This is an optimization exercise on Yosys and OpenROAD, whose aim is small area, not a production implementation.
RTL that was checked went through simulation tests only; none was proved equivalent to the original.
Power and IR drop assume default switching activity.

## try-yarrow
## sm_top
module sm_top (
    input  logic               clk,
    input  logic               rst,
    input  sm_isa_pkg::instr_t instruction,
    output sm_data_pkg::pc_t   pc,
    input  logic               shift_dir,
    input  sm_data_pkg::word_t tx_data,
    input  logic               tx_valid,
    output logic               tx_ready,
    output sm_data_pkg::word_t rx_data,
    output logic               rx_valid,
    input  logic               rx_ready
);
    logic [2:0]  op;
    logic [2:0]  dst;
    logic [4:0]  opnd;
    assign op   = instruction[15:13];
    assign dst  = instruction[7:5];
    assign opnd = instruction[4:0];
    logic [31:0] x, y, osr;
    logic        y_valid, osr_valid;
    logic [5:0]  cnt;
    logic [31:0] mem [4];
    logic [1:0]  rd_ptr, wr_ptr;
    logic [2:0]  count;
    assign rx_data  = x;
    assign tx_ready = !count[2];
    assign rx_valid = (op == 3'd4) && !dst[2];
    logic fifo_empty;
    assign fifo_empty = (count == 3'd0);
    logic is_jmp, is_out, is_pull, is_mov, is_set;
    assign is_jmp  = (op == 3'd0);
    assign is_out  = (op == 3'd3) && !dst[2] && (dst[1:0] != 2'd0);
    assign is_pull = (op == 3'd4) && dst[2];
    assign is_mov  = (op == 3'd5);
    assign is_set  = (op == 3'd7);
    logic src_ok;
    assign src_ok = (opnd[2:0] == 3'd1) || (opnd[2:0] == 3'd2) ||
                    (opnd[2:0] == 3'd3) || (opnd[2:0] == 3'd7);
    logic bx, by, bo;
    always_comb begin
        bx = 1'b0;
  ...
Size: roughly 1200 cells after synthesis, about 240 flip-flops, roughly 92 I/O pins, about 14000 µm² of cells after synthesis.
export LEC_CHECK = 0
export CAP_MARGIN = 20
export CORE_MARGIN = 2
export CORE_UTILIZATION = 60
export SLEW_MARGIN = 20
export SYNTH_HIERARCHICAL = 1
create_clock -name core_clock -period 5.0 [get_ports {clk}]
standard.sh (not shown) runs the stock make flow with config.mk's settings and CLKGATE_MAP_FILE= SYNTH_SCRIPT=/design/flow/synth_recipe.tcl, a recipe that flattens the netlist after the stock synthesis.
==> flow/flow/run.sh <==
#!/bin/bash
# The standard layout, with two changes: the port buffers are the
# smallest buffer cell, and clock tree synthesis uses small clock buffers in
# small clusters and adds no dummy loads.
set -euo pipefail
export BUFFER_PORTS_ARGS="-buffer_cell sky130_fd_sc_hd__buf_1"
export CTS_ARGS="-sink_clustering_enable -repair_clock_nets -dont_use_dummy_load -buf_list {sky130_fd_sc_hd__clkbuf_4} -sink_clustering_size 8 -sink_clustering_max_diameter 40"
bash standard.sh > standard.log 2>&1
try-yarrow | stages: all done | timing, DRC, antenna: all pass
Inputs modified between try-yarrow and try-harbor:
Settings: CORE_UTILIZATION now 50, was 60.
--- outcome ---
Going from try-yarrow to try-harbor, worst hold slack increased by 0.011 ns relative to the old numbers, peak fanout along the critical path lost 5, via count of the first global-routing pass decreased by 511 relative to the old numbers, aggregate routed wire length rose by 0.68%, wire length of the first global-routing pass roughly the same. Going from try-yarrow to try-harbor, global routing usage on met2 shrinks by 7.4 points. Final period demand of the worst path delta for try-harbor relative to try-yarrow: 0.16 ns higher. Against try-yarrow, try-harbor reports a proportion of power drawn by the clock network that is lower. Measured against each other, try-yarrow and try-harbor differ in final net count, the higher figure coming from try-yarrow.
What try-violet does differently from try-harbor at the input level:
==> flow/flow/run.sh <==
#!/bin/bash
# The standard layout, with these changes: ABC sizes the gates for a
# small load at module boundaries (the design is synthesized module by module),
# the port buffers are the smallest buffer cell, and clock tree synthesis uses
# small clock buffers in small clusters and adds no dummy loads.
set -euo pipefail
export BUFFER_PORTS_ARGS="-buffer_cell sky130_fd_sc_hd__buf_1"
export CTS_ARGS="-sink_clustering_enable -repair_clock_nets -dont_use_dummy_load -buf_list {sky130_fd_sc_hd__clkbuf_4} -sink_clustering_size 8 -sink_clustering_max_diameter 40"
bash standard.sh ABC_LOAD_IN_FF=0.01 finish > standard.log 2>&1
Notes after the runs:
Average vias per placed instance grows slightly when moving from try-harbor to try-violet. On total power, the higher figure sits with try-violet, not try-harbor. Global-route met3 utilization on try-violet is up relative to try-harbor. On worst hold slack across all endpoints, try-harbor tracks try-violet almost exactly. The aggregate routed wire length of try-violet was inferior to that of try-harbor. Clock-cell share of area ends up lower on try-harbor. try-violet: minimum setup slack after placement 0.22 ns below try-harbor. Re non-clock buffer instance count of the final layout: try-harbor and try-violet aren't equal, and the lower value belongs to try-harbor. Area of the core: try-violet vs try-harbor — no meaningful difference.
No functional check of the RTL was part of any run of this note.

job 105:
sm_top, a different RTL version from the one above (not shown whole).
Size: about 1200 cells after synthesis, about 240 flip-flops, about 0.014 sq mm of cells after synthesis.
Settings: LEC_CHECK=0, CAP_MARGIN=20, CORE_MARGIN=2, CORE_UTILIZATION=55, PLACE_DENSITY=0.8, SLEW_MARGIN=20, SYNTH_HIERARCHICAL=1; clock period 5.0 ns.
==> flow/flow/run.sh <==
#!/bin/bash
# The standard layout, with two changes: the port buffers are the
# smallest buffer cell, and clock tree synthesis uses small clock buffers in
# small clusters and adds no dummy loads.
set -euo pipefail
export BUFFER_PORTS_ARGS="-buffer_cell sky130_fd_sc_hd__buf_1"
export CTS_ARGS="-sink_clustering_enable -repair_clock_nets -dont_use_dummy_load -buf_list {sky130_fd_sc_hd__clkbuf_4} -sink_clustering_size 8 -sink_clustering_max_diameter 40"
bash standard.sh > standard.log 2>&1
Here is what was changed in the inputs of job 104 compared with job 105.
# job 105
export LEC_CHECK = 0
export CAP_MARGIN = 20
export CORE_MARGIN = 2
export CORE_UTILIZATION = 55
export PLACE_DENSITY = 0.8
export SLEW_MARGIN = 20
export SYNTH_HIERARCHICAL = 1
create_clock -name core_clock -period 5.0 [get_ports {clk}]
# job 104
export LEC_CHECK = 0
export CAP_MARGIN = 20
export CORE_MARGIN = 2
export CORE_UTILIZATION = 40
export PLACE_DENSITY = 0.8
export SLEW_MARGIN = 20
export SYNTH_HIERARCHICAL = 1
create_clock -name core_clock -period 5.0 [get_ports {clk}]
-- flow/flow/run.sh --
<<< job 105, line 7
export CTS_ARGS="-sink_clustering_enable -repair_clock_nets -dont_use_dummy_load -buf_list {sky130_fd_sc_hd__clkbuf_4} -sink_clustering_size 8 -sink_clustering_max_diameter 40"
>>> job 104, line 7
export CTS_ARGS="-sink_clustering_enable -repair_clock_nets -dont_use_dummy_load -buf_list {sky130_fd_sc_hd__clkbuf_4} -sink_clustering_size 9 -sink_clustering_max_diameter 40"
==> comparison <==
Share of final-layout standard cells stronger than drive strength 1 came out lower on job 104 than on job 105.
Compared with job 105, in job 104 die outline height went up; ratio of final minimum period to clock period shows a reduction of 0.84 points; worst hold slack rose by 0.018 ns.
Side by side, non-clock buffer count turned out lower in job 104 than in job 105.
When job 104 is measured against job 105, its die area turns out about 37% higher.

[what the ideal ports hide]
Ports are ideal in the flow. The routed layouts listed here were re-timed in OpenROAD. Step 1 (the two cells are an assumption about what drives the block):
set clk [get_ports {clk}]
set_driving_cell -lib_cell sky130_fd_sc_hd__clkbuf_16 $clk
set_driving_cell -lib_cell sky130_fd_sc_hd__buf_2 [delete_from_list [all_inputs] $clk]
Step 2 also shifts input and output timing later by t, the mid clock arrival at the registers, as if the neighbouring blocks saw the same clock. a / b / c = ideal / step 1 / step 2; a / b = the first two.
run	t, ns	setup WS [ns]	hold WS [ns]	worst setup path at the end	pins driven straight from the clock port
try-yarrow	0.674	0.693 / 0.710 / 0.036	0.434 / 0.434 / 0.434	input to register	1
try-harbor	0.668	0.530 / 0.546 / -0.122	0.445 / 0.445 / 0.445	input to register	1
try-violet	0.683	0.472 / 0.492 / -0.192	0.446 / 0.446 / 0.446	input to register	1
job 105	0.660	0.851 / 0.866 / 0.205	0.380 / 0.360 / 0.426	input to register	1
job 104	0.671	0.893 / 0.907 / 0.236	0.399 / 0.374 / 0.453	input to register	1
Met with ideal ports but missed after step 2: setup timing in try-harbor and try-violet. The setup slack of try-violet, which loses most, moves by +0.020 ns with the drivers and by -0.664 ns with both steps.
